This is an optimization exercise on Yosys and OpenROAD, whose aim is small area, a short achievable clock period and few clock cycles per item, not a production implementation.
Function was not checked in any run shown here: the RTL went through the layout flow alone.
No activity file was given, so power comes from the tool's default toggle rates.

$ cat design.v
`default_nettype none
module exec_prefix_add #(
    parameter int N = 32
) (
    input  logic [N-1:0] a,
    input  logic [N-1:0] b,
    input  logic         cin,
    output logic [N-1:0] sum,
    output logic         cout
);
    logic [N-1:0] g0, p0, g, p;
    assign p0 = a ^ b;
    always_comb begin
        g0    = a & b;
        g0[0] = (a[0] & b[0]) | (p0[0] & cin);
    end
    always_comb begin
        g = g0;
        p = p0;
        for (int step = 1; step < N; step = step * 2) begin
            for (int i = 0; i < N; i++) begin
                if ((i / step) % 2 == 1) begin
                    g[i] = g[i] | (p[i] & g[(i / step) * step - 1]);
                    p[i] = p[i] & p[(i / step) * step - 1];
                end
            end
        end
    end
    assign sum  = p0 ^ {g[N-2:0], cin};
    assign cout = g[N-1];
endmodule
module exec_less_than #(
    parameter int N = 32
) (
    input  logic [N-1:0] a,
    input  logic [N-1:0] b,
    output logic         lt
);
    logic [N-1:0] g, p;
    always_comb begin
        g = a & ~b;
        p = a ^ ~b;
        g[0] = g[0] | p[0];    
        for (int step = 1; step < N; step = step * 2) begin
            for (int i = 2 * step - 1; i < N; i = i + 2 * step) begin
                g[i] = g[i] | (p[i] & g[i - step]);
                p[i] = p[i] & p[i - step];
            end
        end
    end
    assign lt = ~g[N-1];
endmodule
`default_nettype wire
`default_nettype none
module exec_mul_csa (
    input  logic [33:0] s_in,
    input  logic [33:0] c_in,
    input  logic [31:0] a,
    input  logic [3:0]  one,
    input  logic [3:0]  two,
    input  logic [3:0]  neg,
    input  logic [7:0]  corr_a,
    input  logic [7:0]  corr_b,
    output logic [41:0] sum_out,
    output logic [41:0] carry_out
);
    logic [3:0]  nneg;
    logic [32:0] row0, row1, row2, row3;
    logic [33:0] a2;
    assign a2 = {1'b0, a, 1'b0};
    always_comb begin
        nneg = ~neg;
        for (int k = 0; k < 33; k++) begin
            row0[k] = ((one[0] & a2[k+1]) | (two[0] & a2[k])) ^ neg[0];
            row1[k] = ((one[1] & a2[k+1]) | (two[1] & a2[k])) ^ neg[1];
            row2[k] = ((one[2] & a2[k+1]) | (two[2] & a2[k])) ^ neg[2];
            row3[k] = ((one[3] & a2[k+1]) | (two[3] & a2[k])) ^ neg[3];
        end
    end
    logic fs0, fc0, fs1, fc1, fs2, fc2, fs3, fc3, fs4, fc4, fs5, fc5, fs6, fc6, fs7, fc7, fs8, fc8, fs9, fc9, fs10, fc10, fs11, fc11, fs12, fc12, fs13, fc13, fs14, fc14, fs15, fc15, fs16, fc16, fs17, fc17, fs18, fc18, fs19, fc19, fs20, fc20, fs21, fc21, fs22, fc22, fs23, fc23, fs24, fc24, fs25, fc25, fs26, fc26, fs27, fc27, fs28, fc28, fs29, fc29, fs30, fc30, fs31, fc31, fs32, fc32, fs33, fc33, fs34, fc34, fs35, fc35, fs36, fc36, fs37, fc37, fs38, fc38, fs39, fc39, fs40, fc40, fs41, fc41, fs42, fc42, fs43, fc43, fs44, fc44, fs45, fc45, fs46, fc46, fs47, fc47, fs48, fc48, fs49, fc49, fs50, fc50, fs51, fc51, fs52, fc52, fs53, fc53, fs54, fc54, fs55, fc55, fs56, fc56, fs57, fc57, fs58, fc58, fs59, fc59, fs60, fc60, fs61, fc61, fs62, fc62, fs63, fc63, fs64, fc64, fs65, fc65, fs66, fc66, fs67, fc67, fs68, fc68, fs69, fc69, fs70, fc70, fs71, fc71, fs72, fc72, fs73, fc73, fs74, fc74, fs75, fc75, fs76, fc76, fs77, fc77, fs78, fc78, fs79, fc79, fs80, fc80, fs81, fc81, fs82, fc82, fs83, fc83, fs84, fc84, fs85, fc85, fs86, fc86, fs87, fc87, fs88, fc88, fs89, fc89, fs90, fc90, fs91, fc91, fs92, fc92, fs93, fc93, fs94, fc94, fs95, fc95, fs96, fc96, fs97, fc97, fs98, fc98, fs99, fc99, fs100, fc100, fs101, fc101, fs102, fc102, fs103, fc103, fs104, fc104, fs105, fc105, fs106, fc106, fs107, fc107, fs108, fc108, fs109, fc109, fs110, fc110, fs111, fc111, fs112, fc112, fs113, fc113, fs114, fc114, fs115, fc115, fs116, fc116, fs117, fc117, fs118, fc118, fs119, fc119, fs120, fc120, fs121, fc121, fs122, fc122, fs123, fc123, fs124, fc124, fs125, fc125, fs126, fc126, fs127, fc127, fs128, fc128, fs129, fc129, fs130, fc130, fs131, fc131, fs132, fc132, fs133, fc133, fs134, fc134, fs135, fc135, fs136, fc136, fs137, fc137, fs138, fc138, fs139, fc139, fs140, fc140, fs141, fc141, fs142, fc142, fs143, fc143, fs144, fc144, fs145, fc145;
    logic hs0, hc0, hs1, hc1, hs2, hc2, hs3, hc3, hs4, hc4, hs5, hc5, hs6, hc6, hs7, hc7, hs8, hc8, hs9, hc9, hs10, hc10, hs11, hc11, hs12, hc12, hs13, hc13, hs14, hc14, hs15, hc15, hs16, hc16, hs17, hc17, hs18, hc18, hs19, hc19, hs20, hc20, hs21, hc21, hs22, hc22, hs23, hc23, hs24, hc24, hs25, hc25, hs26, hc26, hs27, hc27, hs28, hc28, hs29, hc29, hs30, hc30, hs31, hc31;
    assign fs0 = s_in[0] ^ c_in[0] ^ nneg[0];
    assign fc0 = (s_in[0] & c_in[0]) | (s_in[0] & nneg[0]) | (c_in[0] & nneg[0]);
    assign fs1 = s_in[1] ^ c_in[1] ^ neg[0];
    assign fc1 = (s_in[1] & c_in[1]) | (s_in[1] & neg[0]) | (c_in[1] & neg[0]);
    assign hs0 = row0[1] ^ fc0;
    assign hc0 = row0[1] & fc0;
    assign fs2 = s_in[2] ^ c_in[2] ^ nneg[1];
    assign fc2 = (s_in[2] & c_in[2]) | (s_in[2] & nneg[1]) | (c_in[2] & nneg[1]);
    assign fs3 = row0[2] ^ row1[0] ^ fc1;
    assign fc3 = (row0[2] & row1[0]) | (row0[2] & fc1) | (row1[0] & fc1);
    assign hs1 = fs2 ^ hc0;
    assign hc1 = fs2 & hc0;
    assign fs4 = s_in[3] ^ c_in[3] ^ neg[1];
    assign fc4 = (s_in[3] & c_in[3]) | (s_in[3] & neg[1]) | (c_in[3] & neg[1]);
    assign fs5 = row0[3] ^ row1[1] ^ fc2;
    assign fc5 = (row0[3] & row1[1]) | (row0[3] & fc2) | (row1[1] & fc2);
    assign fs6 = fs4 ^ fc3 ^ fs5;
    assign fc6 = (fs4 & fc3) | (fs4 & fs5) | (fc3 & fs5);
    assign fs7 = s_in[4] ^ c_in[4] ^ nneg[2];
    assign fc7 = (s_in[4] & c_in[4]) | (s_in[4] & nneg[2]) | (c_in[4] & nneg[2]);
    assign fs8 = row0[4] ^ row1[2] ^ row2[0];
    assign fc8 = (row0[4] & row1[2]) | (row0[4] & row2[0]) | (row1[2] & row2[0]);
    assign fs9 = fc4 ^ fs7 ^ fc5;
    assign fc9 = (fc4 & fs7) | (fc4 & fc5) | (fs7 & fc5);
    assign hs2 = fs8 ^ fc6;
    assign hc2 = fs8 & fc6;
    assign fs10 = s_in[5] ^ c_in[5] ^ neg[2];
    assign fc10 = (s_in[5] & c_in[5]) | (s_in[5] & neg[2]) | (c_in[5] & neg[2]);
    assign fs11 = row0[5] ^ row1[3] ^ row2[1];
    assign fc11 = (row0[5] & row1[3]) | (row0[5] & row2[1]) | (row1[3] & row2[1]);
    assign fs12 = fc7 ^ fs10 ^ fc8;
    assign fc12 = (fc7 & fs10) | (fc7 & fc8) | (fs10 & fc8);
    assign fs13 = fs11 ^ fc9 ^ fs12;
    assign fc13 = (fs11 & fc9) | (fs11 & fs12) | (fc9 & fs12);
    assign fs14 = s_in[6] ^ c_in[6] ^ nneg[3];
    assign fc14 = (s_in[6] & c_in[6]) | (s_in[6] & nneg[3]) | (c_in[6] & nneg[3]);
    assign fs15 = row0[6] ^ row1[4] ^ row2[2];
    assign fc15 = (row0[6] & row1[4]) | (row0[6] & row2[2]) | (row1[4] & row2[2]);
    assign fs16 = row3[0] ^ fc10 ^ fs14;
    assign fc16 = (row3[0] & fc10) | (row3[0] & fs14) | (fc10 & fs14);
    assign fs17 = fc11 ^ fs15 ^ fs16;
    assign fc17 = (fc11 & fs15) | (fc11 & fs16) | (fs15 & fs16);
    assign hs3 = fc12 ^ fs17;
    assign hc3 = fc12 & fs17;
    assign fs18 = s_in[7] ^ c_in[7] ^ neg[3];
    assign fc18 = (s_in[7] & c_in[7]) | (s_in[7] & neg[3]) | (c_in[7] & neg[3]);
    assign fs19 = row0[7] ^ row1[5] ^ row2[3];
    assign fc19 = (row0[7] & row1[5]) | (row0[7] & row2[3]) | (row1[5] & row2[3]);
    assign fs20 = row3[1] ^ fc14 ^ fs18;
    assign fc20 = (row3[1] & fc14) | (row3[1] & fs18) | (fc14 & fs18);
    assign fs21 = fc15 ^ fs19 ^ fc16;
    assign fc21 = (fc15 & fs19) | (fc15 & fc16) | (fs19 & fc16);
    assign fs22 = fs20 ^ fs21 ^ fc17;
    assign fc22 = (fs20 & fs21) | (fs20 & fc17) | (fs21 & fc17);
    assign fs23 = s_in[8] ^ c_in[8] ^ row0[8];
    assign fc23 = (s_in[8] & c_in[8]) | (s_in[8] & row0[8]) | (c_in[8] & row0[8]);
    assign fs24 = row1[6] ^ row2[4] ^ row3[2];
    assign fc24 = (row1[6] & row2[4]) | (row1[6] & row3[2]) | (row2[4] & row3[2]);
    assign fs25 = fc18 ^ fc19 ^ fs23;
    assign fc25 = (fc18 & fc19) | (fc18 & fs23) | (fc19 & fs23);
    assign fs26 = fs24 ^ fc20 ^ fc21;
    assign fc26 = (fs24 & fc20) | (fs24 & fc21) | (fc20 & fc21);
    assign hs4 = fs25 ^ fs26;
    assign hc4 = fs25 & fs26;
    assign fs27 = s_in[9] ^ c_in[9] ^ row0[9];
    assign fc27 = (s_in[9] & c_in[9]) | (s_in[9] & row0[9]) | (c_in[9] & row0[9]);
    assign fs28 = row1[7] ^ row2[5] ^ row3[3];
    assign fc28 = (row1[7] & row2[5]) | (row1[7] & row3[3]) | (row2[5] & row3[3]);
    assign fs29 = fc23 ^ fc24 ^ fs27;
    assign fc29 = (fc23 & fc24) | (fc23 & fs27) | (fc24 & fs27);
    assign fs30 = fs28 ^ fc25 ^ fs29;
    assign fc30 = (fs28 & fc25) | (fs28 & fs29) | (fc25 & fs29);
    assign hs5 = fc26 ^ fs30;
    assign hc5 = fc26 & fs30;
    assign fs31 = s_in[10] ^ c_in[10] ^ row0[10];
    assign fc31 = (s_in[10] & c_in[10]) | (s_in[10] & row0[10]) | (c_in[10] & row0[10]);
    assign fs32 = row1[8] ^ row2[6] ^ row3[4];
    assign fc32 = (row1[8] & row2[6]) | (row1[8] & row3[4]) | (row2[6] & row3[4]);
    assign fs33 = fc27 ^ fc28 ^ fs31;
    assign fc33 = (fc27 & fc28) | (fc27 & fs31) | (fc28 & fs31);
    assign fs34 = fs32 ^ fc29 ^ fs33;
    assign fc34 = (fs32 & fc29) | (fs32 & fs33) | (fc29 & fs33);
    assign hs6 = fc30 ^ fs34;
    assign hc6 = fc30 & fs34;
    assign fs35 = s_in[11] ^ c_in[11] ^ row0[11];
    assign fc35 = (s_in[11] & c_in[11]) | (s_in[11] & row0[11]) | (c_in[11] & row0[11]);
    assign fs36 = row1[9] ^ row2[7] ^ row3[5];
    assign fc36 = (row1[9] & row2[7]) | (row1[9] & row3[5]) | (row2[7] & row3[5]);
    assign fs37 = fc31 ^ fc32 ^ fs35;
    assign fc37 = (fc31 & fc32) | (fc31 & fs35) | (fc32 & fs35);
    assign fs38 = fs36 ^ fc33 ^ fs37;
    assign fc38 = (fs36 & fc33) | (fs36 & fs37) | (fc33 & fs37);
    assign hs7 = fc34 ^ fs38;
    assign hc7 = fc34 & fs38;
    assign fs39 = s_in[12] ^ c_in[12] ^ row0[12];
    assign fc39 = (s_in[12] & c_in[12]) | (s_in[12] & row0[12]) | (c_in[12] & row0[12]);
    assign fs40 = row1[10] ^ row2[8] ^ row3[6];
    assign fc40 = (row1[10] & row2[8]) | (row1[10] & row3[6]) | (row2[8] & row3[6]);
    assign fs41 = fc35 ^ fc36 ^ fs39;
    assign fc41 = (fc35 & fc36) | (fc35 & fs39) | (fc36 & fs39);
    assign fs42 = fs40 ^ fc37 ^ fs41;
    assign fc42 = (fs40 & fc37) | (fs40 & fs41) | (fc37 & fs41);
    assign hs8 = fc38 ^ fs42;
    assign hc8 = fc38 & fs42;
    assign fs43 = s_in[13] ^ c_in[13] ^ row0[13];
    assign fc43 = (s_in[13] & c_in[13]) | (s_in[13] & row0[13]) | (c_in[13] & row0[13]);
    assign fs44 = row1[11] ^ row2[9] ^ row3[7];
    assign fc44 = (row1[11] & row2[9]) | (row1[11] & row3[7]) | (row2[9] & row3[7]);
    assign fs45 = fc39 ^ fc40 ^ fs43;
    assign fc45 = (fc39 & fc40) | (fc39 & fs43) | (fc40 & fs43);
    assign fs46 = fs44 ^ fc41 ^ fs45;
    assign fc46 = (fs44 & fc41) | (fs44 & fs45) | (fc41 & fs45);
    assign hs9 = fc42 ^ fs46;
    assign hc9 = fc42 & fs46;
    assign fs47 = s_in[14] ^ c_in[14] ^ row0[14];
    assign fc47 = (s_in[14] & c_in[14]) | (s_in[14] & row0[14]) | (c_in[14] & row0[14]);
    assign fs48 = row1[12] ^ row2[10] ^ row3[8];
    assign fc48 = (row1[12] & row2[10]) | (row1[12] & row3[8]) | (row2[10] & row3[8]);
    assign fs49 = fc43 ^ fc44 ^ fs47;
    assign fc49 = (fc43 & fc44) | (fc43 & fs47) | (fc44 & fs47);
    assign fs50 = fs48 ^ fc45 ^ fs49;
    assign fc50 = (fs48 & fc45) | (fs48 & fs49) | (fc45 & fs49);
    assign hs10 = fc46 ^ fs50;
    assign hc10 = fc46 & fs50;
    assign fs51 = s_in[15] ^ c_in[15] ^ row0[15];
    assign fc51 = (s_in[15] & c_in[15]) | (s_in[15] & row0[15]) | (c_in[15] & row0[15]);
    assign fs52 = row1[13] ^ row2[11] ^ row3[9];
    assign fc52 = (row1[13] & row2[11]) | (row1[13] & row3[9]) | (row2[11] & row3[9]);
    assign fs53 = fc47 ^ fc48 ^ fs51;
    assign fc53 = (fc47 & fc48) | (fc47 & fs51) | (fc48 & fs51);
    assign fs54 = fs52 ^ fc49 ^ fs53;
    assign fc54 = (fs52 & fc49) | (fs52 & fs53) | (fc49 & fs53);
    assign hs11 = fc50 ^ fs54;
    assign hc11 = fc50 & fs54;
    assign fs55 = s_in[16] ^ c_in[16] ^ row0[16];
    assign fc55 = (s_in[16] & c_in[16]) | (s_in[16] & row0[16]) | (c_in[16] & row0[16]);
    assign fs56 = row1[14] ^ row2[12] ^ row3[10];
    assign fc56 = (row1[14] & row2[12]) | (row1[14] & row3[10]) | (row2[12] & row3[10]);
    assign fs57 = fc51 ^ fc52 ^ fs55;
    assign fc57 = (fc51 & fc52) | (fc51 & fs55) | (fc52 & fs55);
    assign fs58 = fs56 ^ fc53 ^ fs57;
    assign fc58 = (fs56 & fc53) | (fs56 & fs57) | (fc53 & fs57);
    assign hs12 = fc54 ^ fs58;
    assign hc12 = fc54 & fs58;
    assign fs59 = s_in[17] ^ c_in[17] ^ row0[17];
    assign fc59 = (s_in[17] & c_in[17]) | (s_in[17] & row0[17]) | (c_in[17] & row0[17]);
    assign fs60 = row1[15] ^ row2[13] ^ row3[11];
    assign fc60 = (row1[15] & row2[13]) | (row1[15] & row3[11]) | (row2[13] & row3[11]);
    assign fs61 = fc55 ^ fc56 ^ fs59;
    assign fc61 = (fc55 & fc56) | (fc55 & fs59) | (fc56 & fs59);
    assign fs62 = fs60 ^ fc57 ^ fs61;
    assign fc62 = (fs60 & fc57) | (fs60 & fs61) | (fc57 & fs61);
    assign hs13 = fc58 ^ fs62;
    assign hc13 = fc58 & fs62;
    assign fs63 = s_in[18] ^ c_in[18] ^ row0[18];
    assign fc63 = (s_in[18] & c_in[18]) | (s_in[18] & row0[18]) | (c_in[18] & row0[18]);
    assign fs64 = row1[16] ^ row2[14] ^ row3[12];
    assign fc64 = (row1[16] & row2[14]) | (row1[16] & row3[12]) | (row2[14] & row3[12]);
    assign fs65 = fc59 ^ fc60 ^ fs63;
    assign fc65 = (fc59 & fc60) | (fc59 & fs63) | (fc60 & fs63);
    assign fs66 = fs64 ^ fc61 ^ fs65;
    assign fc66 = (fs64 & fc61) | (fs64 & fs65) | (fc61 & fs65);
    assign hs14 = fc62 ^ fs66;
    assign hc14 = fc62 & fs66;
    assign fs67 = s_in[19] ^ c_in[19] ^ row0[19];
    assign fc67 = (s_in[19] & c_in[19]) | (s_in[19] & row0[19]) | (c_in[19] & row0[19]);
    assign fs68 = row1[17] ^ row2[15] ^ row3[13];
    assign fc68 = (row1[17] & row2[15]) | (row1[17] & row3[13]) | (row2[15] & row3[13]);
    assign fs69 = fc63 ^ fc64 ^ fs67;
    assign fc69 = (fc63 & fc64) | (fc63 & fs67) | (fc64 & fs67);
    assign fs70 = fs68 ^ fc65 ^ fs69;
    assign fc70 = (fs68 & fc65) | (fs68 & fs69) | (fc65 & fs69);
    assign hs15 = fc66 ^ fs70;
    assign hc15 = fc66 & fs70;
    assign fs71 = s_in[20] ^ c_in[20] ^ row0[20];
    assign fc71 = (s_in[20] & c_in[20]) | (s_in[20] & row0[20]) | (c_in[20] & row0[20]);
    assign fs72 = row1[18] ^ row2[16] ^ row3[14];
    assign fc72 = (row1[18] & row2[16]) | (row1[18] & row3[14]) | (row2[16] & row3[14]);
    assign fs73 = fc67 ^ fc68 ^ fs71;
    assign fc73 = (fc67 & fc68) | (fc67 & fs71) | (fc68 & fs71);
    assign fs74 = fs72 ^ fc69 ^ fs73;
    assign fc74 = (fs72 & fc69) | (fs72 & fs73) | (fc69 & fs73);
    assign hs16 = fc70 ^ fs74;
    assign hc16 = fc70 & fs74;
    assign fs75 = s_in[21] ^ c_in[21] ^ row0[21];
    assign fc75 = (s_in[21] & c_in[21]) | (s_in[21] & row0[21]) | (c_in[21] & row0[21]);
    assign fs76 = row1[19] ^ row2[17] ^ row3[15];
    assign fc76 = (row1[19] & row2[17]) | (row1[19] & row3[15]) | (row2[17] & row3[15]);
    assign fs77 = fc71 ^ fc72 ^ fs75;
    assign fc77 = (fc71 & fc72) | (fc71 & fs75) | (fc72 & fs75);
    assign fs78 = fs76 ^ fc73 ^ fs77;
    assign fc78 = (fs76 & fc73) | (fs76 & fs77) | (fc73 & fs77);
    assign hs17 = fc74 ^ fs78;
    assign hc17 = fc74 & fs78;
    assign fs79 = s_in[22] ^ c_in[22] ^ row0[22];
    assign fc79 = (s_in[22] & c_in[22]) | (s_in[22] & row0[22]) | (c_in[22] & row0[22]);
    assign fs80 = row1[20] ^ row2[18] ^ row3[16];
    assign fc80 = (row1[20] & row2[18]) | (row1[20] & row3[16]) | (row2[18] & row3[16]);
    assign fs81 = fc75 ^ fc76 ^ fs79;
    assign fc81 = (fc75 & fc76) | (fc75 & fs79) | (fc76 & fs79);
    assign fs82 = fs80 ^ fc77 ^ fs81;
    assign fc82 = (fs80 & fc77) | (fs80 & fs81) | (fc77 & fs81);
    assign hs18 = fc78 ^ fs82;
    assign hc18 = fc78 & fs82;
    assign fs83 = s_in[23] ^ c_in[23] ^ row0[23];
    assign fc83 = (s_in[23] & c_in[23]) | (s_in[23] & row0[23]) | (c_in[23] & row0[23]);
    assign fs84 = row1[21] ^ row2[19] ^ row3[17];
    assign fc84 = (row1[21] & row2[19]) | (row1[21] & row3[17]) | (row2[19] & row3[17]);
    assign fs85 = fc79 ^ fc80 ^ fs83;
    assign fc85 = (fc79 & fc80) | (fc79 & fs83) | (fc80 & fs83);
    assign fs86 = fs84 ^ fc81 ^ fs85;
    assign fc86 = (fs84 & fc81) | (fs84 & fs85) | (fc81 & fs85);
    assign hs19 = fc82 ^ fs86;
    assign hc19 = fc82 & fs86;
    assign fs87 = s_in[24] ^ c_in[24] ^ row0[24];
    assign fc87 = (s_in[24] & c_in[24]) | (s_in[24] & row0[24]) | (c_in[24] & row0[24]);
    assign fs88 = row1[22] ^ row2[20] ^ row3[18];
    assign fc88 = (row1[22] & row2[20]) | (row1[22] & row3[18]) | (row2[20] & row3[18]);
    assign fs89 = fc83 ^ fc84 ^ fs87;
    assign fc89 = (fc83 & fc84) | (fc83 & fs87) | (fc84 & fs87);
    assign fs90 = fs88 ^ fc85 ^ fs89;
    assign fc90 = (fs88 & fc85) | (fs88 & fs89) | (fc85 & fs89);
    assign hs20 = fc86 ^ fs90;
    assign hc20 = fc86 & fs90;
    assign fs91 = s_in[25] ^ c_in[25] ^ row0[25];
    assign fc91 = (s_in[25] & c_in[25]) | (s_in[25] & row0[25]) | (c_in[25] & row0[25]);
    assign fs92 = row1[23] ^ row2[21] ^ row3[19];
    assign fc92 = (row1[23] & row2[21]) | (row1[23] & row3[19]) | (row2[21] & row3[19]);
    assign fs93 = fc87 ^ fc88 ^ fs91;
    assign fc93 = (fc87 & fc88) | (fc87 & fs91) | (fc88 & fs91);
    assign fs94 = fs92 ^ fc89 ^ fs93;
    assign fc94 = (fs92 & fc89) | (fs92 & fs93) | (fc89 & fs93);
    assign hs21 = fc90 ^ fs94;
    assign hc21 = fc90 & fs94;
    assign fs95 = s_in[26] ^ c_in[26] ^ row0[26];
    assign fc95 = (s_in[26] & c_in[26]) | (s_in[26] & row0[26]) | (c_in[26] & row0[26]);
    assign fs96 = row1[24] ^ row2[22] ^ row3[20];
    assign fc96 = (row1[24] & row2[22]) | (row1[24] & row3[20]) | (row2[22] & row3[20]);
    assign fs97 = fc91 ^ fc92 ^ fs95;
    assign fc97 = (fc91 & fc92) | (fc91 & fs95) | (fc92 & fs95);
    assign fs98 = fs96 ^ fc93 ^ fs97;
    assign fc98 = (fs96 & fc93) | (fs96 & fs97) | (fc93 & fs97);
    assign hs22 = fc94 ^ fs98;
    assign hc22 = fc94 & fs98;
    assign fs99 = s_in[27] ^ c_in[27] ^ row0[27];
    assign fc99 = (s_in[27] & c_in[27]) | (s_in[27] & row0[27]) | (c_in[27] & row0[27]);
    assign fs100 = row1[25] ^ row2[23] ^ row3[21];
    assign fc100 = (row1[25] & row2[23]) | (row1[25] & row3[21]) | (row2[23] & row3[21]);
    assign fs101 = fc95 ^ fc96 ^ fs99;
    assign fc101 = (fc95 & fc96) | (fc95 & fs99) | (fc96 & fs99);
    assign fs102 = fs100 ^ fc97 ^ fs101;
    assign fc102 = (fs100 & fc97) | (fs100 & fs101) | (fc97 & fs101);
    assign hs23 = fc98 ^ fs102;
    assign hc23 = fc98 & fs102;
    assign fs103 = s_in[28] ^ c_in[28] ^ row0[28];
    assign fc103 = (s_in[28] & c_in[28]) | (s_in[28] & row0[28]) | (c_in[28] & row0[28]);
    assign fs104 = row1[26] ^ row2[24] ^ row3[22];
    assign fc104 = (row1[26] & row2[24]) | (row1[26] & row3[22]) | (row2[24] & row3[22]);
    assign fs105 = fc99 ^ fc100 ^ fs103;
    assign fc105 = (fc99 & fc100) | (fc99 & fs103) | (fc100 & fs103);
    assign fs106 = fs104 ^ fc101 ^ fs105;
    assign fc106 = (fs104 & fc101) | (fs104 & fs105) | (fc101 & fs105);
    assign hs24 = fc102 ^ fs106;
    assign hc24 = fc102 & fs106;
    assign fs107 = s_in[29] ^ c_in[29] ^ row0[29];
    assign fc107 = (s_in[29] & c_in[29]) | (s_in[29] & row0[29]) | (c_in[29] & row0[29]);
    assign fs108 = row1[27] ^ row2[25] ^ row3[23];
    assign fc108 = (row1[27] & row2[25]) | (row1[27] & row3[23]) | (row2[25] & row3[23]);
    assign fs109 = fc103 ^ fc104 ^ fs107;
    assign fc109 = (fc103 & fc104) | (fc103 & fs107) | (fc104 & fs107);
    assign fs110 = fs108 ^ fc105 ^ fs109;
    assign fc110 = (fs108 & fc105) | (fs108 & fs109) | (fc105 & fs109);
    assign hs25 = fc106 ^ fs110;
    assign hc25 = fc106 & fs110;
    assign fs111 = s_in[30] ^ c_in[30] ^ row0[30];
    assign fc111 = (s_in[30] & c_in[30]) | (s_in[30] & row0[30]) | (c_in[30] & row0[30]);
    assign fs112 = row1[28] ^ row2[26] ^ row3[24];
    assign fc112 = (row1[28] & row2[26]) | (row1[28] & row3[24]) | (row2[26] & row3[24]);
    assign fs113 = fc107 ^ fc108 ^ fs111;
    assign fc113 = (fc107 & fc108) | (fc107 & fs111) | (fc108 & fs111);
    assign fs114 = fs112 ^ fc109 ^ fs113;
    assign fc114 = (fs112 & fc109) | (fs112 & fs113) | (fc109 & fs113);
    assign hs26 = fc110 ^ fs114;
    assign hc26 = fc110 & fs114;
    assign fs115 = s_in[31] ^ c_in[31] ^ row0[31];
    assign fc115 = (s_in[31] & c_in[31]) | (s_in[31] & row0[31]) | (c_in[31] & row0[31]);
    assign fs116 = row1[29] ^ row2[27] ^ row3[25];
    assign fc116 = (row1[29] & row2[27]) | (row1[29] & row3[25]) | (row2[27] & row3[25]);
    assign fs117 = fc111 ^ fc112 ^ fs115;
    assign fc117 = (fc111 & fc112) | (fc111 & fs115) | (fc112 & fs115);
    assign fs118 = fs116 ^ fc113 ^ fs117;
    assign fc118 = (fs116 & fc113) | (fs116 & fs117) | (fc113 & fs117);
    assign hs27 = fc114 ^ fs118;
    assign hc27 = fc114 & fs118;
    assign fs119 = s_in[32] ^ c_in[32] ^ corr_a[0];
    assign fc119 = (s_in[32] & c_in[32]) | (s_in[32] & corr_a[0]) | (c_in[32] & corr_a[0]);
    assign fs120 = corr_b[0] ^ row0[32] ^ row1[30];
    assign fc120 = (corr_b[0] & row0[32]) | (corr_b[0] & row1[30]) | (row0[32] & row1[30]);
    assign fs121 = row2[28] ^ row3[26] ^ fs119;
    assign fc121 = (row2[28] & row3[26]) | (row2[28] & fs119) | (row3[26] & fs119);
    assign fs122 = fc115 ^ fc116 ^ fs120;
    assign fc122 = (fc115 & fc116) | (fc115 & fs120) | (fc116 & fs120);
    assign fs123 = fs121 ^ fc117 ^ fs122;
    assign fc123 = (fs121 & fc117) | (fs121 & fs122) | (fc117 & fs122);
    assign hs28 = fc118 ^ fs123;
    assign hc28 = fc118 & fs123;
    assign fs124 = s_in[33] ^ c_in[33] ^ nneg[0];
    assign fc124 = (s_in[33] & c_in[33]) | (s_in[33] & nneg[0]) | (c_in[33] & nneg[0]);
    assign fs125 = corr_a[1] ^ corr_b[1] ^ row1[31];
    assign fc125 = (corr_a[1] & corr_b[1]) | (corr_a[1] & row1[31]) | (corr_b[1] & row1[31]);
    assign fs126 = row2[29] ^ row3[27] ^ fs124;
    assign fc126 = (row2[29] & row3[27]) | (row2[29] & fs124) | (row3[27] & fs124);
    assign fs127 = fc119 ^ fc120 ^ fs125;
    assign fc127 = (fc119 & fc120) | (fc119 & fs125) | (fc120 & fs125);
    assign fs128 = fs126 ^ fc121 ^ fc122;
    assign fc128 = (fs126 & fc121) | (fs126 & fc122) | (fc121 & fc122);
    assign fs129 = fs127 ^ fc123 ^ fs128;
    assign fc129 = (fs127 & fc123) | (fs127 & fs128) | (fc123 & fs128);
    assign fs130 = corr_a[2] ^ corr_b[2] ^ row1[32];
    assign fc130 = (corr_a[2] & corr_b[2]) | (corr_a[2] & row1[32]) | (corr_b[2] & row1[32]);
    assign fs131 = row2[30] ^ row3[28] ^ fc124;
    assign fc131 = (row2[30] & row3[28]) | (row2[30] & fc124) | (row3[28] & fc124);
    assign fs132 = fc125 ^ fs130 ^ fc126;
    assign fc132 = (fc125 & fs130) | (fc125 & fc126) | (fs130 & fc126);
    assign fs133 = fs131 ^ fc127 ^ fs132;
    assign fc133 = (fs131 & fc127) | (fs131 & fs132) | (fc127 & fs132);
    assign hs29 = fc128 ^ fs133;
    assign hc29 = fc128 & fs133;
    assign fs134 = nneg[1] ^ corr_a[3] ^ corr_b[3];
    assign fc134 = (nneg[1] & corr_a[3]) | (nneg[1] & corr_b[3]) | (corr_a[3] & corr_b[3]);
    assign fs135 = row2[31] ^ row3[29] ^ fs134;
    assign fc135 = (row2[31] & row3[29]) | (row2[31] & fs134) | (row3[29] & fs134);
    assign fs136 = fc130 ^ fc131 ^ fs135;
    assign fc136 = (fc130 & fc131) | (fc130 & fs135) | (fc131 & fs135);
    assign fs137 = fc132 ^ fs136 ^ fc133;
    assign fc137 = (fc132 & fs136) | (fc132 & fc133) | (fs136 & fc133);
    assign fs138 = corr_a[4] ^ corr_b[4] ^ row2[32];
    assign fc138 = (corr_a[4] & corr_b[4]) | (corr_a[4] & row2[32]) | (corr_b[4] & row2[32]);
    assign fs139 = row3[30] ^ fc134 ^ fs138;
    assign fc139 = (row3[30] & fc134) | (row3[30] & fs138) | (fc134 & fs138);
    assign fs140 = fc135 ^ fs139 ^ fc136;
    assign fc140 = (fc135 & fs139) | (fc135 & fc136) | (fs139 & fc136);
    assign fs141 = nneg[2] ^ corr_a[5] ^ corr_b[5];
    assign fc141 = (nneg[2] & corr_a[5]) | (nneg[2] & corr_b[5]) | (corr_a[5] & corr_b[5]);
    assign fs142 = row3[31] ^ fs141 ^ fc138;
    assign fc142 = (row3[31] & fs141) | (row3[31] & fc138) | (fs141 & fc138);
    assign hs30 = fc139 ^ fs142;
    assign hc30 = fc139 & fs142;
    assign fs143 = corr_a[6] ^ corr_b[6] ^ row3[32];
    assign fc143 = (corr_a[6] & corr_b[6]) | (corr_a[6] & row3[32]) | (corr_b[6] & row3[32]);
    assign fs144 = fc141 ^ fs143 ^ fc142;
    assign fc144 = (fc141 & fs143) | (fc141 & fc142) | (fs143 & fc142);
    assign fs145 = nneg[3] ^ corr_a[7] ^ corr_b[7];
    assign fc145 = (nneg[3] & corr_a[7]) | (nneg[3] & corr_b[7]) | (corr_a[7] & corr_b[7]);
    assign hs31 = fs145 ^ fc143;
    assign hc31 = fs145 & fc143;
    assign sum_out[0] = row0[0];
    assign carry_out[0] = fs0;
    assign sum_out[1] = fs1;
    assign carry_out[1] = hs0;
    assign sum_out[2] = fs3;
    assign carry_out[2] = hs1;
    assign sum_out[3] = hc1;
    assign carry_out[3] = fs6;
    assign sum_out[4] = fs9;
    assign carry_out[4] = hs2;
    assign sum_out[5] = hc2;
    assign carry_out[5] = fs13;
    assign sum_out[6] = fc13;
    assign carry_out[6] = hs3;
    assign sum_out[7] = hc3;
    assign carry_out[7] = fs22;
    assign sum_out[8] = fc22;
    assign carry_out[8] = hs4;
    assign sum_out[9] = hc4;
    assign carry_out[9] = hs5;
    assign sum_out[10] = hc5;
    assign carry_out[10] = hs6;
    assign sum_out[11] = hc6;
    assign carry_out[11] = hs7;
    assign sum_out[12] = hc7;
    assign carry_out[12] = hs8;
    assign sum_out[13] = hc8;
    assign carry_out[13] = hs9;
    assign sum_out[14] = hc9;
    assign carry_out[14] = hs10;
    assign sum_out[15] = hc10;
    assign carry_out[15] = hs11;
    assign sum_out[16] = hc11;
    assign carry_out[16] = hs12;
    assign sum_out[17] = hc12;
    assign carry_out[17] = hs13;
    assign sum_out[18] = hc13;
    assign carry_out[18] = hs14;
    assign sum_out[19] = hc14;
    assign carry_out[19] = hs15;
    assign sum_out[20] = hc15;
    assign carry_out[20] = hs16;
    assign sum_out[21] = hc16;
    assign carry_out[21] = hs17;
    assign sum_out[22] = hc17;
    assign carry_out[22] = hs18;
    assign sum_out[23] = hc18;
    assign carry_out[23] = hs19;
    assign sum_out[24] = hc19;
    assign carry_out[24] = hs20;
    assign sum_out[25] = hc20;
    assign carry_out[25] = hs21;
    assign sum_out[26] = hc21;
    assign carry_out[26] = hs22;
    assign sum_out[27] = hc22;
    assign carry_out[27] = hs23;
    assign sum_out[28] = hc23;
    assign carry_out[28] = hs24;
    assign sum_out[29] = hc24;
    assign carry_out[29] = hs25;
    assign sum_out[30] = hc25;
    assign carry_out[30] = hs26;
    assign sum_out[31] = hc26;
    assign carry_out[31] = hs27;
    assign sum_out[32] = hc27;
    assign carry_out[32] = hs28;
    assign sum_out[33] = hc28;
    assign carry_out[33] = fs129;
    assign sum_out[34] = hs29;
    assign carry_out[34] = fc129;
    assign sum_out[35] = hc29;
    assign carry_out[35] = fs137;
    assign sum_out[36] = fs140;
    assign carry_out[36] = fc137;
    assign sum_out[37] = hs30;
    assign carry_out[37] = fc140;
    assign sum_out[38] = hc30;
    assign carry_out[38] = fs144;
    assign sum_out[39] = hs31;
    assign carry_out[39] = fc144;
    assign sum_out[40] = fc145;
    assign carry_out[40] = hc31;
    assign sum_out[41] = 1'b0;
    assign carry_out[41] = 1'b0;
endmodule
`default_nettype wire
`default_nettype none
module exec_stage (
    input  logic        clock,
    input  logic        reset,
    input  logic        issue_valid,
    input  logic [1:0]  issue_fu,
    input  logic [3:0]  issue_func,
    input  logic [1:0]  opa_select,
    input  logic [2:0]  opb_select,
    input  logic [31:0] inst,
    input  logic [31:0] pc,
    input  logic [31:0] rs1_value,
    input  logic [31:0] rs2_value,
    input  logic [4:0]  issue_tag,
    input  logic        complete_credit,
    output logic [2:0]  fu_free,
    output logic        complete_valid,
    output logic [1:0]  complete_fu,
    output logic [4:0]  complete_tag,
    output logic [31:0] complete_result,
    output logic        complete_take
);
    localparam logic [3:0] ALU_ADD = 4'd0, ALU_SUB = 4'd1, ALU_AND = 4'd2, ALU_OR = 4'd3,
                           ALU_XOR = 4'd4, ALU_SLT = 4'd5, ALU_SLTU = 4'd6, ALU_SLL = 4'd7,
                           ALU_SRL = 4'd8, ALU_SRA = 4'd9;
    localparam logic [3:0] MUL = 4'd10, MULH = 4'd11, MULHSU = 4'd12;
    localparam logic [6:0] OPCODE_JAL  = 7'b1101111;
    localparam logic [6:0] OPCODE_JALR = 7'b1100111;
    logic [31:0] opa, opb;
    always_comb begin
        case (opa_select)
            2'd0:    opa = rs1_value;
            2'd1:    opa = pc + 32'd4;
            2'd2:    opa = pc;
            default: opa = '0;
        endcase
    end
    always_comb begin
        case (opb_select)
            3'd0:    opb = rs2_value;
            3'd1:    opb = {{20{inst[31]}}, inst[31:20]};
            3'd2:    opb = {{20{inst[31]}}, inst[31:25], inst[11:7]};
            3'd3:    opb = {{19{inst[31]}}, inst[31], inst[7], inst[30:25], inst[11:8], 1'b0};
            3'd4:    opb = {inst[31:12], 12'b0};
            3'd5:    opb = {{11{inst[31]}}, inst[31], inst[19:12], inst[20], inst[30:21], 1'b0};
            default: opb = '0;
        endcase
    end
    logic rs_eq, rs_ltu, rs_lt, cond_take, in_jal, in_jalr;
    exec_less_than #(.N(32)) u_rs_ltu (.a(rs1_value), .b(rs2_value), .lt(rs_ltu));
    assign rs_eq   = (rs1_value == rs2_value);
    assign rs_lt   = (rs1_value[31] ^ rs2_value[31]) ? rs1_value[31] : rs_ltu;
    assign in_jal  = (inst[6:0] == OPCODE_JAL);
    assign in_jalr = (inst[6:0] == OPCODE_JALR);
    always_comb begin
        case (inst[14:12])
            3'b000:  cond_take = rs_eq;
            3'b001:  cond_take = ~rs_eq;
            3'b100:  cond_take = rs_lt;
            3'b101:  cond_take = ~rs_lt;
            3'b110:  cond_take = rs_ltu;
            3'b111:  cond_take = ~rs_ltu;
            default: cond_take = 1'b0;
        endcase
    end
    localparam int S_SUM = 0, S_AND = 1, S_OR = 2, S_XOR = 3, S_SLT = 4, S_SLTU = 5,
                   S_SL = 6, S_SR = 7;
    logic        in_sub;
    logic [7:0]  in_sel;
    assign in_sub = !issue_fu[1] &&
                    (issue_func == ALU_SUB || issue_func == ALU_SLT || issue_func == ALU_SLTU);
    always_comb begin
        in_sel = '0;
        if (issue_fu[1]) begin
            in_sel[S_SUM] = 1'b1;
        end else begin
            case (issue_func)
                ALU_ADD, ALU_SUB: in_sel[S_SUM]  = 1'b1;
                ALU_AND:          in_sel[S_AND]  = 1'b1;
                ALU_OR:           in_sel[S_OR]   = 1'b1;
                ALU_XOR:          in_sel[S_XOR]  = 1'b1;
                ALU_SLT:          in_sel[S_SLT]  = 1'b1;
                ALU_SLTU:         in_sel[S_SLTU] = 1'b1;
                ALU_SLL:          in_sel[S_SL]   = 1'b1;
                default:          in_sel[S_SR]   = 1'b1;
            endcase
        end
    end
    logic        x_v, x_br, x_take, x_clr0, x_sub, x_shl, x_sra;
    logic [7:0]  x_sel;
    logic [4:0]  x_tag;
    logic [31:0] x_a, x_bx;
    always_ff @(posedge clock) begin
        if (reset) x_v <= 1'b0;
        else       x_v <= issue_valid && (issue_fu != 2'd1);
    end
    always_ff @(posedge clock) begin
        x_br   <= issue_fu[1];
        x_sel  <= in_sel;
        x_sub  <= in_sub;
        x_shl  <= (issue_func == ALU_SLL);
        x_sra  <= (issue_func == ALU_SRA);
        x_tag  <= issue_tag;
        x_a    <= opa;
        x_bx   <= opb ^ {32{in_sub}};
        x_take <= in_jal | in_jalr | cond_take;
        x_clr0 <= issue_fu[1] & in_jalr;
    end
    logic [31:0] x_sum;
    logic        x_cout, x_ltu, x_lt;
    logic [31:0] sh_in, sh_out, sh_rev;
    logic [31:0] x_res;
    exec_prefix_add #(.N(32)) u_add (
        .a(x_a), .b(x_bx), .cin(x_sub), .sum(x_sum), .cout(x_cout)
    );
    assign x_ltu = ~x_cout;
    assign x_lt  = (x_a[31] ^ ~x_bx[31]) ? x_a[31] : x_ltu;
    always_comb begin
        for (int i = 0; i < 32; i++) sh_in[i] = x_shl ? x_a[31-i] : x_a[i];
    end
    assign sh_out = $unsigned($signed({x_sra & x_a[31], sh_in}) >>> x_bx[4:0]);
    always_comb begin
        for (int i = 0; i < 32; i++) sh_rev[i] = sh_out[31-i];
    end
    assign x_res = ({32{x_sel[S_SUM]}} & {x_sum[31:1], x_sum[0] & ~x_clr0})
                 | ({32{x_sel[S_AND]}} & (x_a & x_bx))
                 | ({32{x_sel[S_OR]}}  & (x_a | x_bx))
                 | ({32{x_sel[S_XOR]}} & (x_a ^ x_bx))
                 | {31'b0, (x_sel[S_SLT] & x_lt) | (x_sel[S_SLTU] & x_ltu)}
                 | ({32{x_sel[S_SL]}}  & sh_rev)
                 | ({32{x_sel[S_SR]}}  & sh_out);
    logic        pa_v, pb_v, mh_v;
    logic        m_busy;
    logic [1:0]  m_cnt;
    logic [1:0]  credits;
    logic        has_credit;
    logic        m_last, m_move;
    logic        grant_x, grant_pa, grant_pb, grant_mul, granted;
    always_comb begin
        grant_x   = 1'b0;
        grant_pa  = 1'b0;
        grant_pb  = 1'b0;
        grant_mul = 1'b0;
        if (has_credit) begin
            if (mh_v && m_last) grant_mul = 1'b1;    
            else if (pa_v)      grant_pa  = 1'b1;
            else if (pb_v)      grant_pb  = 1'b1;
            else if (x_v)       grant_x   = 1'b1;
            else if (mh_v)      grant_mul = 1'b1;
        end
    end
    assign granted = grant_x | grant_pa | grant_pb | grant_mul;
    assign m_move  = m_last && (!mh_v || grant_mul);
    assign fu_free = {(grant_x & x_br) | grant_pb, m_move, (grant_x & ~x_br) | grant_pa};
    logic [31:0] pa_res, pb_res;
    logic [4:0]  pa_tag, pb_tag;
    logic        pb_take;
    logic        park_a, park_b;
    assign park_a = x_v && !x_br && !grant_x;
    assign park_b = x_v &&  x_br && !grant_x;
    always_ff @(posedge clock) begin
        if (reset) begin
            pa_v <= 1'b0;
            pb_v <= 1'b0;
        end else begin
            if (park_a)        pa_v <= 1'b1;
            else if (grant_pa) pa_v <= 1'b0;
            if (park_b)        pb_v <= 1'b1;
            else if (grant_pb) pb_v <= 1'b0;
        end
    end
    always_ff @(posedge clock) begin
        if (park_a) begin
            pa_res <= x_res;
            pa_tag <= x_tag;
        end
        if (park_b) begin
            pb_res  <= x_res;
            pb_tag  <= x_tag;
            pb_take <= x_take;
        end
    end
    logic [31:0] m_a, m_b;
    logic        m_a32, m_uext;
    logic [3:0]  m_one, m_two, m_neg;
    logic [33:0] m_s, m_c;
    logic        m_ci;
    logic        m_hi;
    logic [4:0]  m_tag;
    logic [31:0] mh_s, mh_c;
    logic        mh_ci, mh_hi;
    logic [4:0]  mh_tag;
    logic [31:0] mh_res;
    logic        m_free;
    logic        in_asgn, in_bsgn, in_a32, in_uext;
    assign in_asgn = (issue_func == MUL) || (issue_func == MULH) || (issue_func == MULHSU);
    assign in_bsgn = (issue_func == MUL) || (issue_func == MULH);
    assign in_a32  = in_asgn & opa[31];
    assign in_uext = ~in_bsgn & opb[31];
    assign m_free = !m_busy || m_move;
    logic [7:0]  m_abyte, m_corr_a, m_corr_b;
    logic [41:0] m_sum, m_carry;
    logic [7:0]  m_low;
    logic        m_cout;
    always_comb begin
        case (m_cnt)
            2'd0:    m_abyte = m_a[7:0];
            2'd1:    m_abyte = m_a[15:8];
            2'd2:    m_abyte = m_a[23:16];
            default: m_abyte = m_a[31:24];
        endcase
    end
    assign m_corr_a = {8{m_uext}} & m_abyte;
    assign m_corr_b = {8{m_a32}} & ~m_b[7:0];
    exec_mul_csa u_csa (
        .s_in(m_s), .c_in(m_c), .a(m_a), .one(m_one), .two(m_two), .neg(m_neg), .corr_a(m_corr_a), .corr_b(m_corr_b),
        .sum_out(m_sum), .carry_out(m_carry)
    );
    assign {m_cout, m_low} = {1'b0, m_sum[7:0]} + {1'b0, m_carry[7:0]} + {8'b0, m_ci};
    function automatic logic [11:0] booth(input logic [8:0] b9);
        logic [3:0] one, two, neg;
        for (int i = 0; i < 4; i++) begin
            one[i] = b9[2*i+1] ^ b9[2*i];
            two[i] = (b9[2*i+2] & ~b9[2*i+1] & ~b9[2*i]) | (~b9[2*i+2] & b9[2*i+1] & b9[2*i]);
            neg[i] = b9[2*i+2];
        end
        booth = {one, two, neg};
    endfunction
    logic [11:0] in_booth, m_next_booth;
    assign in_booth     = booth({opb[7:0], 1'b0});
    assign m_next_booth = booth(m_b[15:7]);
    always_ff @(posedge clock) begin
        if (reset) begin
            m_busy <= 1'b0;
            m_last <= 1'b0;
        end else if (m_free) begin
            m_busy <= issue_valid && (issue_fu == 2'd1);
            m_last <= 1'b0;
        end else if (!m_last) begin
            m_last <= (m_cnt == 2'd2);
        end
    end
    always_ff @(posedge clock) begin
        if (m_free) begin
            m_cnt <= 2'd0;
            m_a   <= opa;
            m_b   <= opb;
            m_a32  <= in_a32;
            m_uext <= in_uext;
            {m_one, m_two, m_neg} <= in_booth;
            m_s    <= 34'h0AAAAAAAB;
            m_c    <= {1'b0, in_a32, 32'b0};
            m_ci  <= 1'b0;
            m_hi  <= (issue_func != MUL);
            m_tag <= issue_tag;
        end else if (!m_last) begin
            m_cnt <= m_cnt + 2'd1;
            m_s   <= m_sum[41:8];
            m_c   <= m_carry[41:8];
            m_ci  <= m_cout;
            m_b   <= {m_low, m_b[31:8]};
            {m_one, m_two, m_neg} <= m_next_booth;
        end
    end
    always_ff @(posedge clock) begin
        if (reset)          mh_v <= 1'b0;
        else if (m_move)    mh_v <= 1'b1;
        else if (grant_mul) mh_v <= 1'b0;
    end
    always_ff @(posedge clock) begin
        if (m_move) begin
            if (m_hi) begin
                mh_s  <= m_sum[39:8];
                mh_c  <= m_carry[39:8];
                mh_ci <= m_cout;
            end else begin
                mh_s  <= {m_low, m_b[31:8]};
                mh_c  <= 32'b0;
                mh_ci <= 1'b0;
            end
            mh_hi  <= m_hi;
            mh_tag <= m_tag;
        end
    end
    logic [31:0] mh_k, mh_x, mh_y;
    assign mh_k = {16{1'b0, mh_hi}};
    assign mh_x = mh_s ^ mh_c ^ mh_k;
    assign mh_y = {(mh_s[30:0] & mh_c[30:0]) | (mh_s[30:0] & mh_k[30:0]) | (mh_c[30:0] & mh_k[30:0]),
                   mh_ci};
    exec_prefix_add #(.N(32)) u_mh_add (
        .a(mh_x), .b(mh_y), .cin(1'b0), .sum(mh_res), .cout()
    );
    logic [1:0] credits_next;
    assign credits_next = credits + {1'b0, complete_credit} - {1'b0, granted};
    always_ff @(posedge clock) begin
        if (reset) begin
            credits        <= 2'd2;
            has_credit     <= 1'b1;
            complete_valid <= 1'b0;
        end else begin
            credits        <= credits_next;
            has_credit     <= (credits_next != 2'd0);
            complete_valid <= granted;
        end
    end
    always_ff @(posedge clock) begin
        complete_fu     <= grant_x ? {x_br, 1'b0} : grant_pa ? 2'd0 : grant_pb ? 2'd2 : 2'd1;
        complete_tag    <= grant_x ? x_tag : grant_pa ? pa_tag : grant_pb ? pb_tag : mh_tag;
        complete_result <= grant_x ? x_res : grant_pa ? pa_res : grant_pb ? pb_res : mh_res;
        complete_take   <= grant_x ? (x_br & x_take) : grant_pb & pb_take;
    end
endmodule
`default_nettype wire
$ cat run.sh
#!/bin/bash
# synth_recipe.tcl (not shown) runs the flow's synth.tcl, then flattens the netlist and writes it again
# the make line also repeats each setting of config.mk as NAME=value (left out here)
make -C /OpenROAD-flow-scripts/flow DESIGN_CONFIG=/design/flow/config.mk WORK_HOME=/design/flow/orfs CLKGATE_MAP_FILE= SYNTH_SCRIPT=/design/flow/synth_recipe.tcl finish
$ cat config.mk
export PLATFORM = sky130hd
export DESIGN_NAME = exec_stage
export DESIGN_NICKNAME = exec_stage
export VERILOG_FILES = /design/flow/design.v
export SDC_FILE = /design/flow/constraint.sdc
export NUM_CORES = 4
export LEC_CHECK = 0
export CAP_MARGIN = 20
export CORE_MARGIN = 2
export CORE_UTILIZATION = 40
export PLACE_DENSITY = 0.5
export SETUP_SLACK_MARGIN = 4
export SLEW_MARGIN = 20
$ cat constraint.sdc
create_clock -name core_clock -period 8.0 [get_ports {clock}]
set_input_delay 1.6000 -clock core_clock [delete_from_list [all_inputs] [get_ports {clock}]]
set_output_delay 1.6000 -clock core_clock [all_outputs]
set_load 0.01 [all_outputs]
==> results of run 1 <==
[layout make-up]
cell class	instances	area [um2]	share of cell area
flip-flops and latches	428	10850	0.2998
diodes	5	12.51	0.0003457
clock buffers	76	1481	0.04093
multi-input cells	2242	18950	0.5237
repair buffers	263	2633	0.07273
well taps	1040	1301	0.03595
clock inverters	18	198.9	0.005496
inverters	198	763.2	0.02109
[flip-flops by register name, summed over array words and instances (netlist names), 8 cells and up]
name,flops
m_a,32
m_b,32
mh_s,32
pa_res,32
complete_result,32
x_sel,8
m_c,33
pb_res,32
mh_c,32
m_s,33
x_bx,32
x_a,32
[cell usage after synthesis (24+ instances only)]
master	number	area, um2
sky130_fd_sc_hd__a31oi_1	24	150.1
sky130_fd_sc_hd__xnor2_1	194	1699
sky130_fd_sc_hd__clkbuf_1	175	656.9
sky130_fd_sc_hd__and2_1	51	319.1
sky130_fd_sc_hd__inv_1	191	716.9
sky130_fd_sc_hd__o22a_1	28	245.2
sky130_fd_sc_hd__edfxtp_1	227	6817
sky130_fd_sc_hd__dfxtp_1	201	4024
sky130_fd_sc_hd__mux2_2	36	405.4
sky130_fd_sc_hd__a22oi_1	165	1239
sky130_fd_sc_hd__a21oi_1	188	940.9
sky130_fd_sc_hd__nand2_1	206	773.2
sky130_fd_sc_hd__o21ai_0	184	920.9
sky130_fd_sc_hd__mux2i_1	46	460.4
sky130_fd_sc_hd__xor2_1	25	219.0
sky130_fd_sc_hd__a22o_1	45	394.1
sky130_fd_sc_hd__nand3_1	28	140.1
sky130_fd_sc_hd__nor3_1	30	150.1
sky130_fd_sc_hd__buf_1	29	108.9
sky130_fd_sc_hd__a221o_1	24	240.2
sky130_fd_sc_hd__a211oi_1	30	225.2
sky130_fd_sc_hd__ha_1	191	2390
sky130_fd_sc_hd__mux4_2	29	653.1
sky130_fd_sc_hd__fa_1	170	3403
sky130_fd_sc_hd__a21o_1	37	277.8
sky130_fd_sc_hd__nor2_1	208	780.8
sky130_fd_sc_hd__nor2b_1	30	187.7
[logic make-up (layout without fill, tap and decap cells)]
| logic type | Yosys count | after routing | synth area share |
|---|---|---|---|
| xor+xnor | 219 | 219 | 0.06152 |
| fa+ha+maj | 361 | 361 | 0.1858 |
| compound gates | 878 | 878 | 0.1891 |
| other cells | 0 | 5 | 0 |
| buf+inv | 417 | 555 | 0.05177 |
| flops | 428 | 428 | 0.3477 |
| simple gates | 651 | 651 | 0.09687 |
| mux | 133 | 133 | 0.06726 |
[power by group through the flow]
stage	registers [uW]	clock network (uW)	logic [uW]
floorplan	3080	0	3940
global placement	3250	0	6520
detailed placement	3250	0	6500
CTS	3200	2380	6640
global route	3220	2460	7480
finish	3200	2330	6860
[critical path, cell delays in order (launching register included)]
cell,delay (ns)
sky130_fd_sc_hd__dfxtp_2,0.33
sky130_fd_sc_hd__buf_8,0.14
sky130_fd_sc_hd__inv_4,0.06
sky130_fd_sc_hd__ha_4,0.18
sky130_fd_sc_hd__a222oi_1,0.53
sky130_fd_sc_hd__o21ai_1,0.13
sky130_fd_sc_hd__and2_1,0.19
sky130_fd_sc_hd__fa_1,0.48
sky130_fd_sc_hd__inv_1,0.07
sky130_fd_sc_hd__fa_2,0.47
sky130_fd_sc_hd__fa_2,0.56
sky130_fd_sc_hd__inv_1,0.04
sky130_fd_sc_hd__ha_2,0.22
sky130_fd_sc_hd__mux2_2,0.29
[what timing repair did]
action / in CTS / in global routing
gates resized for setup: 39 / 52
endpoints found under the setup margin: 76 / 42
pin swaps: 1 / 12
gates cloned: 3 / 1
setup buffers: 10 / 7
[stage by stage]
step                        util  total power (uW)  worst slack, ns
final                     0.4680             12390            4.064
after global routing      0.4680             13160            3.987
after CTS                 0.4644             12220            4.001
after detailed placement  0.4389              9750            3.207
after global placement    0.4389              9767            3.169
after floorplan                -              7020            4.086
[metal layers]
layer  global-route usage  part of all wire
met1               0.4053              0.43
met2               0.4860              0.47
met3              0.04275             0.066
met4               0.1060             0.038
met5                    0                 0
[worst min-delay path by stage]
stage          startpoint        end  slack (ns)  cells past startpoint
2_1_floorplan    m_tag[0]  mh_tag[0]        0.40                      0
6_report         m_tag[3]  mh_tag[3]        0.42                      0
4_1_cts          m_tag[3]  mh_tag[3]        0.42                      0
5_1_grt          m_tag[0]  mh_tag[0]        0.42                      0
3_5_place_dp     m_tag[3]  mh_tag[3]        0.41                      0
3_3_place_gp     m_tag[3]  mh_tag[3]        0.40                      0
==> run summary, run 1 <==
Floorplan
• **x dimension of the die** 283.2 um
• **floorplan row count** 102
• **Placeable Area** 77340 um2
• **y dimension of the die** 283.2 um
• **starting utilization of the core area** 0.4031
• **DIE AREA** 80200 um2
• **IO Pins** 192

GRT
• **number of global-route vias before repair** 25110
• **gr usage total** 0.2983
• **pin count of the biggest net entering global routing** 87
• **global-route wire length before repair** 176.7 mm
• **number of antenna violations at the first check in global routing** 8
• **total global routing overflow** 0

Power and ir drop
• **Gate power share** 0.554
• **power share of the clock group** 0.188
• **proportion of power drawn by flip-flops and latches** 0.258
• **ratio of total power to cell area** 342.3 nW/um2
• **reported leakage power** 0.01418 uW
• **proportion of total power due to net switching** 0.4262
• **Switch Pwr** 5281 uW
• **total internal power** 7110 uW
• **largest voltage drop on the vdd net** 0.4551 mV

Routing
• **wire length after detailed routing** 122.5 mm
• **initial detailed-routing violation count** 2626
• **iteration count of the initial detailed-routing pass** 8
• **drt via density** 5.996
• **remaining routing DRC violations** 0
• **Wirelength per Cell** 28.69 um
• **remaining number of nets flagged by the antenna check after routing** 0
• **Vias** 25600

CTS
• **number of sinks on the clock net** 428
• **Root Buffer Master** sky130_fd_sc_hd__clkbuf_16
• **clock network latency to the later pin of the worst-skew pair** 0.62 ns
• **number of buffers between clock root and the deepest sink** 3
• **clock slew at reported path FFs** 0.06 ns
• **number of buffers created by CTS** 50
• **clock tree from TritonCTS** built
• **number of hold-repair buffers added at the cts stage** 0
• **maximum level of the CTS H-tree** 2

Layout
• **highest-count cells in the layout ignoring fill and taps** sky130_fd_sc_hd__edfxtp_1, sky130_fd_sc_hd__nand2_1, sky130_fd_sc_hd__nor2_1
• **post-synthesis to final-layout area growth** 16.09%
• **fraction of final layout cells sized beyond drive strength 1** 0.09116
• **Nets** 3692
• **number of fillers in the final layout** 7349
• **most common library cell in the layout ignoring fill and taps** sky130_fd_sc_hd__edfxtp_1
• **post-route non-filler standard cell count** 4270
• **final std cell area, no fill** 36190 um2

Synth
• **post-synthesis average cell area** 10.10 um2
• **Synth cell types** 81
• **Synthesis Warnings** 4
• **async set or reset register ratio after synthesis** 0
• **number of synthesized flops with an enable pin** 227
• **net count after synthesis** 3596
• **primary flip-flop cell chosen by synthesis mapping** sky130_fd_sc_hd__edfxtp_1
• **Mapped Cells** 3087
• **Netlist Area Pre-Place** 31180 um2
• **count of state elements after synthesis** 428
• **share of the yosys chip area belonging to registers** 0.3477

Worst setup path
• **worst setup path endpoint** mh_s[25]
• **endpoint kind of the worst setup timing path** register
• **Critical R2R Capture** mh_s[25]
• **r2r worst-path depth** 13
• **maximum net fanout on the critical path** 8
• **r2r startpoint** m_cnt[0]
• **critical path start-end classification** reg2reg
• **r2r setup slk** 4.06 ns
• **Required @ worst endpoint** 8.37 ns
• **Arrival @ worst endpoint** 4.30 ns
• **startpoint of the most critical setup path** m_cnt[0]
• **Worst setup SP type** register

STA
• **final number of hold-violating endpoints** 0
• **clock period minus final worst setup slack** 3.936 ns
• **final number of setup-violating endpoints** 0
• **unrepaired setup endpoints after global routing** true
• **ratio of final minimum period to clock period** 0.4920
• **pins over their slew limit** 0
• **FMAX** 254.0 MHz
• **headroom to the max-slew limit** 0.2768
• **Worst Hold Margin** 0.4202 ns
• **Setup Skew** 0.03220 ns
• **setup TNS after final layout** 0 ns
• **measured slew at the worst slew-check pin** 1.085 ns

Run status
• **run status** no timing/DRC/antenna violations

Placement
• **Post-DP Area** 33950 um2
• **final weighted congestion in routability-driven placement** 0.9620
• **number of cells in the design after placement** 4150
• **hpwl dp** 92.52 mm
• **IO Port Bufs** 191

Job
• **max-cap violations** 0

Worst hold path
• **kind of path behind the tightest hold check** reg2reg

==> inputs of run 2 (changes only) <==
--- a/config.mk
+++ b/config.mk
@@ -9,5 +9,6 @@
 export CORE_MARGIN = 2
 export CORE_UTILIZATION = 40
 export PLACE_DENSITY = 0.5
-export SETUP_SLACK_MARGIN = 4
+export SETUP_SLACK_MARGIN = 5
 export SLEW_MARGIN = 20
+export TNS_END_PERCENT = 0
==> run summary, run 2 <==
GRT
• **global routing met1 resource utilization** 0.4127, +0.007442
• **met2 Track Usage GR** 0.4936, +0.007659
• **routing layer with the top usage in global route** met2
• **global-route wire length before repair** 179.2 mm, +1.4%
• **number of antenna violations at the first check in global routing** 11, +3
• **total global routing overflow** 0, unchanged
• **gr usage total** 0.3024, +0.004050
• **pin count of the biggest net entering global routing** 92, +5.7%
• **Global Route met3 Usage** 0.04404, +0.001288
• **number of global-route vias before repair** 25340, +0.95%

Power and ir drop
• **reported leakage power** 0.01462 uW, +3.1%
• **ratio of total power to cell area** 342.6 nW/um2, about the same
• **largest voltage drop on the vdd net** 0.3070 mV, -33%

CTS
• **maximum level of the CTS H-tree** 2, unchanged
• **number of buffers created by CTS** 49, -2.0%
• **number of sinks on the clock net** 428, unchanged
• **Root Buffer Master** sky130_fd_sc_hd__clkbuf_16
• **clock network latency to the later pin of the worst-skew pair** 0.62 ns, about the same
• **clock tree from TritonCTS** built
• **number of buffers between clock root and the deepest sink** 3, unchanged
• **clock slew at reported path FFs** 0.07 ns, about the same
• **number of hold-repair buffers added at the cts stage** 0, unchanged

Floorplan
• **IO Pins** 192, unchanged
• **x dimension of the die** 283.2 um, unchanged
• **starting utilization of the core area** 0.4031, unchanged
• **Placeable Area** 77340 um2, unchanged
• **y dimension of the die** 283.2 um, unchanged
• **floorplan row count** 102, unchanged
• **DIE AREA** 80200 um2, unchanged

Synth
• **post-synthesis cell type with the largest combined area** sky130_fd_sc_hd__edfxtp_1
• **post-synth top area share** 0.2186, unchanged
• **net count after synthesis** 3596, unchanged
• **commonest cells in the netlist** sky130_fd_sc_hd__edfxtp_1, sky130_fd_sc_hd__nor2_1, sky130_fd_sc_hd__nand2_1
• **Synth cell types** 81, unchanged
• **most common cell in the synthesized netlist** sky130_fd_sc_hd__edfxtp_1
• **async set or reset register ratio after synthesis** 0, unchanged
• **largest cells by area after synthesis** sky130_fd_sc_hd__edfxtp_1, sky130_fd_sc_hd__dfxtp_1, sky130_fd_sc_hd__fa_1
• **Synthesis Warnings** 4, unchanged
• **number of synthesized flops with an enable pin** 227, unchanged
• **share of the yosys chip area belonging to registers** 0.3477, unchanged
• **count of state elements after synthesis** 428, unchanged
• **Netlist Area Pre-Place** 31180 um2, unchanged
• **Mapped Cells** 3087, unchanged
• **post-synthesis average cell area** 10.10 um2, unchanged
• **primary flip-flop cell chosen by synthesis mapping** sky130_fd_sc_hd__edfxtp_1

Worst setup path
• **r2r worst-path depth** 9, -4
• **slowest stage cell on the critical path** sky130_fd_sc_hd__dfxtp_1
• **Arrival @ worst endpoint** 4.40 ns, +0.10 ns
• **Critical R2R Capture** complete_result[15]
• **Worst setup SP type** register
• **maximum net fanout on the critical path** 8, unchanged
• **Most common cell on crit path** sky130_fd_sc_hd__o21ai_0
• **Critical Path, Cell by Cell** inv_1 > mux4_2 > o21ai_0 > mux2i_1 > o221a_2 > o21ai_0 > nand2_1 > o21ai_0 > o31a_1
• **r2r startpoint** x_a[31]
• **critical path start-end classification** reg2reg
• **startpoint of the most critical setup path** x_a[31]
• **endpoint kind of the worst setup timing path** register
• **r2r setup slk** 4.12 ns, +0.05 ns
• **highest cell delay on the worst timing path** 0.84 ns, +0.28 ns
• **Required @ worst endpoint** 8.52 ns, +0.15 ns

Routing
• **Wirelength per Cell** 28.97 um, +0.95%
• **remaining number of nets flagged by the antenna check after routing** 0, unchanged
• **initial detailed-routing violation count** 2609, -0.65%
• **drt via density** 6.030, +0.57%
• **remaining routing DRC violations** 0, unchanged
• **Vias** 26060, +1.8%
• **wire length after detailed routing** 125.2 mm, +2.2%
• **iteration count of the initial detailed-routing pass** 9, +1

Worst hold path
• **kind of path behind the tightest hold check** reg2reg
• **startpoint of the worst hold path** m_tag[3]
• **Cells on Worst Hold Path** 0, unchanged
• **end point of the worst hold path** mh_tag[3]

Placement
• **IO Port Bufs** 191, unchanged
• **post-placement setup slack** 3.221 ns, +0.01359 ns
• **Post-DP Area** 33950 um2, about the same
• **final weighted congestion in routability-driven placement** 0.9795, +1.8%
• **hpwl dp** 92.01 mm, -0.55%

Layout
• **highest-count cells in the layout ignoring fill and taps** sky130_fd_sc_hd__edfxtp_1, sky130_fd_sc_hd__nand2_1, sky130_fd_sc_hd__nor2_1
• **fraction of final layout cells sized beyond drive strength 1** 0.1266, +0.03548
• **largest registers in the final layout** m_c (33), m_s (33)
• **post-synthesis to final-layout area growth** 19.41%
• **most common library cell in the layout ignoring fill and taps** sky130_fd_sc_hd__edfxtp_1
• **final std cell area, no fill** 37230 um2, +2.9%
• **Nets** 3745, +1.4%
• **number of fillers in the final layout** 7222, -1.7%

STA
• **headroom to the max-slew limit** 0.2589, -0.01789
• **FMAX** 257.6 MHz, +1.4%
• **final number of hold-violating endpoints** 0, unchanged
• **Setup Skew** 0.05243 ns, +0.02023 ns
• **Worst Hold Margin** 0.4177 ns, -0.002553 ns
• **setup TNS after final layout** 0 ns, unchanged
• **least setup slack across all paths after layout** 4.118 ns, +0.05407 ns
• **measured slew at the worst slew-check pin** 1.112 ns, +0.02684 ns
• **final number of setup-violating endpoints** 0, unchanged
• **ratio of final minimum period to clock period** 0.4853, -0.006759
• **pins over their slew limit** 0, unchanged
• **clock period minus final worst setup slack** 3.882 ns, -0.05407 ns
• **unrepaired setup endpoints after global routing** true

Run status
• **run status** no timing/DRC/antenna violations

Job
• **max-cap violations** 0, unchanged

run 2: repair_timing:
item | in CTS | in global routing
cloned | 7 | 2
pin swaps | 24 | 38
resized for setup | 114 | 91
buffers inserted | 35 | 33
endpoints found under the hold margin | 0 | 0
setup endpoints to repair | 556 | 409
run 2: cells by family after synthesis:
family                   share of synthesized area
AO/OA/AOI/OAI                               0.1891
AND/OR/NAND/NOR                            0.09687
flip-flops                                  0.3477
buffers and inverters                      0.05177
adder cells (fa/ha/maj)                     0.1858
XOR/XNOR                                   0.06152
multiplexers                               0.06726
run 2: layout make-up:
cell class / instances / area, um2 / area share
clock buffers: 67 / 1409 / 0.03784
multi-input cells: 2243 / 19300 / 0.5185
flip-flops and latches: 428 / 10870 / 0.2920
inverters: 198 / 774.5 / 0.02080
repair buffers: 316 / 3257 / 0.08748
clock inverters: 25 / 304.0 / 0.008167
well taps: 1040 / 1301 / 0.03495
diodes: 5 / 12.51 / 0.0003361
run 2: how the worst max path moves through the flow:
stage	endpoint	slack, ns	cells past startpoint
finish	complete_result[15]	4.12	9
global route	complete_result[14]	4.23	14
CTS	complete_result[31]	4.28	13
detailed placement	fu_free[0]	3.22	6
global placement	fu_free[0]	3.17	6
floorplan	complete_result[31]	4.43	12
run 2: per-stage QoR:
| stage | util | instances | total power, uW |
|---|---|---|---|
| finish | 0.4814 | 4322 | 12760 |
| global route | 0.4814 | 4322 | 13430 |
| CTS | 0.4725 | 4281 | 12340 |
| detailed placement | 0.4390 | 4147 | 9733 |
| global placement | 0.4390 | 4147 | 9727 |
| floorplan | - | 3087 | 7023 |
run 2: where the power goes:
part / switching [uW] / leakage (uW) / total (uW) / internal (uW)
combinational: 4080 / 0.00990 / 7150 / 3070
clock: 1020 / 0.000823 / 2410 / 1380
sequential: 305 / 0.00390 / 3200 / 2900
total: 5400 / 0.0146 / 12800 / 7350
run 2: critical path, delay by kind of cell (launching register included):
kind                   cells  cell delay (ns)
DFF                        1             0.84
AOI/OAI and AO/OA          5             1.71
muxes                      2             0.80
buffers and inverters      1             0.29
and+or+nand+nor            1             0.15
run 2: metal layers:
metal	wire length, um	vias up
met2	58860	1208
met5	13	-
met1	53280	13130
met3	8371	245
met4	4667	2
li1	-	11480

[afterwards: timing with drivers on the ports]
Ports are ideal in the flow. The routed layouts listed here were re-timed in OpenROAD.
Step 1: set_driving_cell puts a clkbuf_16 on clock and a buf_2 on each other input, an assumption about the parent block.
Step 2 moves the port delays by t, midway between the first and last clock arrival at a register: inputs arrive t later, outputs are due t later. That takes back most of the time a late clock gives input paths.
Three values: ideal ports, drivers, drivers and shift; two values: the first two.
| run | shift t [ns] | slack for setup (ns) | worst setup path at the end | latest minus earliest clock arrival (ns) | worst slew at a driven data input, ns |
|---|---|---|---|---|---|
| run 1 | 0.675 | 4.064 / 4.057 / 3.432 | input to register | 0.036 / 0.037 | 0.10 |
| run 2 | 0.668 | 4.118 / 4.118 / 3.752 | input to register | 0.053 / 0.052 | 0.09 |
After both steps every run listed still meets setup and hold. For run 1, which loses most, drivers alone change the setup slack by -0.007 ns; drivers and shift together by -0.632 ns.
